This is an optimization exercise on Yosys and OpenROAD, whose aim is small area, not a production implementation.
Function was checked by simulation only, so behaviour that the tests miss may differ from the original.
Power is estimated from default activity; no workload was simulated.

== v15 ==
==> flow/design.v (excerpt) <==
module br_predictor_btb
#(
   parameter  int ENTRIES = 16,
   parameter  int HIST_W  = 4,
   localparam int IDX_W   = $clog2(ENTRIES)
) (
   input  logic              CLK,
   input  logic              nRST,
   input  logic [31:0]       lookup_pc,
   output logic              hit,
   output logic              predict,
   output logic [31:0]       pred_target,
   output logic [HIST_W-1:0] pred_hist,
   input  logic              pc_en,
   input  logic              upd_valid,
   input  logic [31:0]       upd_pc,
   input  logic              upd_taken,
   input  logic [31:0]       upd_target,
   input  logic              upd_pred,
   input  logic [HIST_W-1:0] upd_hist,
   output logic [31:0]       br_count,
   output logic [31:0]       mispred_count
);
==> flow/config.mk <==
export PLATFORM = sky130hd
export DESIGN_NAME = br_predictor_btb
export DESIGN_NICKNAME = br_predictor_btb
export VERILOG_FILES = /design/flow/design.v
export SDC_FILE = /design/flow/constraint.sdc
export NUM_CORES = 4
export LEC_CHECK = 0
export CAP_MARGIN = 10
export CORE_MARGIN = 2
export CORE_UTILIZATION = 65
export SETUP_SLACK_MARGIN = 0.1
export SLEW_MARGIN = 10
export SYNTH_HIERARCHICAL = 1
==> flow/constraint.sdc <==
create_clock -name core_clock -period 7.0 [get_ports {CLK}]
set_input_delay 1.4000 -clock core_clock [delete_from_list [all_inputs] [get_ports {CLK}]]
set_output_delay 1.4000 -clock core_clock [all_outputs]
set_load 0.01 [all_outputs]
standard.sh (not shown) runs the stock make flow with config.mk's settings and CLKGATE_MAP_FILE= SYNTH_SCRIPT=/design/flow/synth_recipe.tcl, a recipe that flattens the netlist after the stock synthesis.
==> flow/flow/run.sh <==
#!/bin/bash
# Standard layout with the port buffers made of the smallest buffer and
# a clock tree of larger sink clusters without dummy loads.
export BUFFER_PORTS_ARGS="-buffer_cell sky130_fd_sc_hd__buf_1"
export CTS_ARGS="-sink_clustering_enable -repair_clock_nets -sink_clustering_size 28 -sink_clustering_max_diameter 80 -dont_use_dummy_load"
bash standard.sh > standard.log 2>&1
Edits applied to the flow inputs when going from v15 to v28:
- CORE_UTILIZATION now 60, was 65
## What came out
In the final reports, the cell area of v28 is larger than that of v15.
v15 and v28 ended up with roughly the same setup slack of the most critical reg-to-reg path.
Proportion of power drawn by flip-flops and latches ends up higher on v15.
Taking v15 as the reference, in v28 clock group share of total power saw an increase, utilization saw a decrease.
### v28 -> v8
- changing SETUP_SLACK_MARGIN from 0.1 to 0.3
## What came out
Summary of v8 over v28: worst setup skew after layout went up 0.028 ns; data arrival time of the critical path went down 0.23 ns. Fraction of final layout cells sized beyond drive strength 1 (lower): v28.

* * *

The RTL this note starts from:
==> flow/design.v <==
package bp_pkg;
   typedef enum logic [1:0] {
      STRONG_NT = 2'b00,
      WEAK_NT   = 2'b01,
      WEAK_T    = 2'b10,
      STRONG_T  = 2'b11
   } counter_t;
   localparam logic [31:0] STAT_MAX = 32'hFFFF_FFFF;
   function automatic counter_t sat_next(counter_t c, logic taken);
      counter_t n;
      n = c;
      case (c)
         bp_pkg::STRONG_NT: n = taken ? bp_pkg::WEAK_NT  : bp_pkg::STRONG_NT;
         bp_pkg::WEAK_NT:   n = taken ? bp_pkg::WEAK_T   : bp_pkg::STRONG_NT;
         bp_pkg::WEAK_T:    n = taken ? bp_pkg::STRONG_T : bp_pkg::WEAK_NT;
         bp_pkg::STRONG_T:  n = taken ? bp_pkg::STRONG_T : bp_pkg::WEAK_T;
         default:   n = bp_pkg::STRONG_NT;
      endcase
      sat_next = n;
   endfunction
endpackage
module bp_counter_table (
   input  logic [1:0] ctr,
   input  logic       hit,
   input  logic       taken,
   output logic [1:0] ctr_next
);
   always_comb begin
      if (hit) ctr_next = bp_pkg::sat_next(bp_pkg::counter_t'(ctr), taken);
      else     ctr_next = taken ? bp_pkg::WEAK_T : bp_pkg::WEAK_NT;
   end
endmodule
module br_predictor_btb
#(
   parameter  int ENTRIES = 16,
   parameter  int HIST_W  = 4,
   localparam int IDX_W   = $clog2(ENTRIES)
) (
   input  logic              CLK,
   input  logic              nRST,
   input  logic [31:0]       lookup_pc,
   output logic              hit,
   output logic              predict,
   output logic [31:0]       pred_target,
   output logic [HIST_W-1:0] pred_hist,
   input  logic              pc_en,
   input  logic              upd_valid,
   input  logic [31:0]       upd_pc,
   input  logic              upd_taken,
   input  logic [31:0]       upd_target,
   input  logic              upd_pred,
   input  logic [HIST_W-1:0] upd_hist,
   output logic [31:0]       br_count,
   output logic [31:0]       mispred_count
);
   localparam int TAG_W = 32 - IDX_W - 2;
   logic [ENTRIES-1:0] valid;
   logic [TAG_W-1:0]   tags    [ENTRIES];
   logic [31:0]        targets [ENTRIES];
   logic [1:0]         ctrs    [ENTRIES];
   logic [IDX_W-1:0]   l_idx, u_idx;
   logic [TAG_W-1:0]   l_tag, u_tag;
   logic [ENTRIES-1:0] l_sel, u_sel;
   logic               upd, upd_hit;
   assign l_idx = lookup_pc[IDX_W+1:2];
   assign l_tag = lookup_pc[31:IDX_W+2];
   assign u_idx = upd_pc[IDX_W+1:2];
   assign u_tag = upd_pc[31:IDX_W+2];
   assign upd   = upd_valid & pc_en;
   always_comb begin
      for (int i = 0; i < ENTRIES; i++) begin
         l_sel[i] = (l_idx == IDX_W'(i));
         u_sel[i] = (u_idx == IDX_W'(i));
      end
   end
   logic             l_valid, l_ctr;
   logic [TAG_W-1:0] l_rtag;
   logic [31:0]      l_rtgt;
   always_comb begin
      l_valid = 1'b0;
      l_ctr   = 1'b0;
      l_rtag  = '0;
      l_rtgt  = '0;
      for (int i = 0; i < ENTRIES; i++) begin
         l_valid = l_valid | (l_sel[i] & valid[i]);
         l_ctr   = l_ctr   | (l_sel[i] & ctrs[i][1]);
         l_rtag  = l_rtag  | ({TAG_W{l_sel[i]}} & tags[i]);
         l_rtgt  = l_rtgt  | ({32{l_sel[i]}} & targets[i]);
      end
   end
   assign hit         = l_valid & (l_rtag == l_tag);
   assign predict     = hit & l_ctr;
   assign pred_target = {32{hit}} & l_rtgt;
   assign pred_hist   = '0;
   logic             u_valid;
   logic [1:0]       u_ctr, u_ctr_next;
   logic [TAG_W-1:0] u_rtag;
   always_comb begin
      u_valid = 1'b0;
      u_ctr   = '0;
      u_rtag  = '0;
      for (int i = 0; i < ENTRIES; i++) begin
         u_valid = u_valid | (u_sel[i] & valid[i]);
         u_ctr   = u_ctr   | ({2{u_sel[i]}} & ctrs[i]);
         u_rtag  = u_rtag  | ({TAG_W{u_sel[i]}} & tags[i]);
      end
   end
   assign upd_hit = u_valid & (u_rtag == u_tag);
   bp_counter_table u_ctr_step (
      .ctr      (u_ctr),
      .hit      (upd_hit),
      .taken    (upd_taken),
      .ctr_next (u_ctr_next)
   );
   logic wr_tgt;
   assign wr_tgt = ~upd_hit | upd_taken;
   always_ff @(posedge CLK) begin
      for (int i = 0; i < ENTRIES; i++) begin
         if (upd && u_sel[i]) begin
            tags[i] <= u_tag;
            ctrs[i] <= u_ctr_next;
            if (wr_tgt) targets[i] <= upd_target;
         end
      end
   end
   always_ff @(posedge CLK or negedge nRST) begin
      if (!nRST)    valid <= '0;
      else if (upd) valid <= valid | u_sel;
   end
   always_ff @(posedge CLK or negedge nRST) begin
      if (!nRST) begin
         br_count      <= '0;
         mispred_count <= '0;
      end else if (upd) begin
         if (br_count != bp_pkg::STAT_MAX) br_count <= br_count + 32'd1;
         if ((upd_pred != upd_taken) && (mispred_count != bp_pkg::STAT_MAX))
            mispred_count <= mispred_count + 32'd1;
      end
   end
endmodule
Settings: LEC_CHECK=0, CAP_MARGIN=0, CORE_MARGIN=2, CORE_UTILIZATION=60, SETUP_SLACK_MARGIN=0.15, SLEW_MARGIN=0; clock period 7.0 ns.
Scripts as last shown in full above: flow/flow/run.sh
The first run finished clean.
Next try:
==> flow/run.sh (new file) <==
#!/bin/bash
# synth_recipe.tcl (not shown) runs the flow's synth.tcl, then flattens the netlist and writes it again
# the make line also repeats each setting of config.mk as NAME=value (left out here)
make -C /OpenROAD-flow-scripts/flow DESIGN_CONFIG=/design/flow/config.mk WORK_HOME=/design/flow/orfs CLKGATE_MAP_FILE= SYNTH_SCRIPT=/design/flow/synth_recipe.tcl finish
- CAP_MARGIN: 0 -> 20
- CORE_UTILIZATION: 60 -> 40
- CTS_CLUSTER_DIAMETER: default -> 80
- CTS_CLUSTER_SIZE: default -> 22
- SETUP_SLACK_MARGIN: 0.15 -> 0.3
- SLEW_MARGIN: 0 -> 20
removed: flow/flow/run.sh
removed: flow/standard.sh
Result: Design area grows by 5.3%. Count of clock-buffer cells in the layout grows by 24. Register-to-register slack is about the same. Total power grows by 8.4%. Non-clock buffer count shrinks by 17. Clock skew grows by 0.048 ns.

## static timing again, ports no longer ideal
How much do the figures lean on ideal ports? The routed layouts below were timed once more, with nothing changed but the port constraints.
Step 1 (the two cells are an assumption about what drives the block):
set clk [get_ports {CLK}]
set_driving_cell -lib_cell sky130_fd_sc_hd__clkbuf_16 $clk
set_driving_cell -lib_cell sky130_fd_sc_hd__buf_2 [delete_from_list [all_inputs] $clk]
Step 2 moves the port delays by t, midway between the first and last clock arrival at a register: inputs arrive t later, outputs are due t later. That takes back most of the time a late clock gives input paths.
Three values: ideal ports, drivers, drivers and shift; two values: the first two.
run	t, ns	setup slack, ns	worst setup path at the end
v15	0.698	0.271 / 0.140 / -0.337	input to register
v28	0.696	0.153 / 0.127 / -0.271	input to register
v8	0.695	0.384 / 0.297 / -0.103	input to register
the first run of note 2	0.708	0.196 / 0.168 / 0.168	input to output
the second run of note 2	0.801	0.172 / 0.145 / 0.145	input to output
Met with ideal ports but missed after step 2: setup timing in v15, v28 and v8. For v15, which loses most, drivers alone change the setup slack by -0.131 ns; drivers and shift together by -0.608 ns.
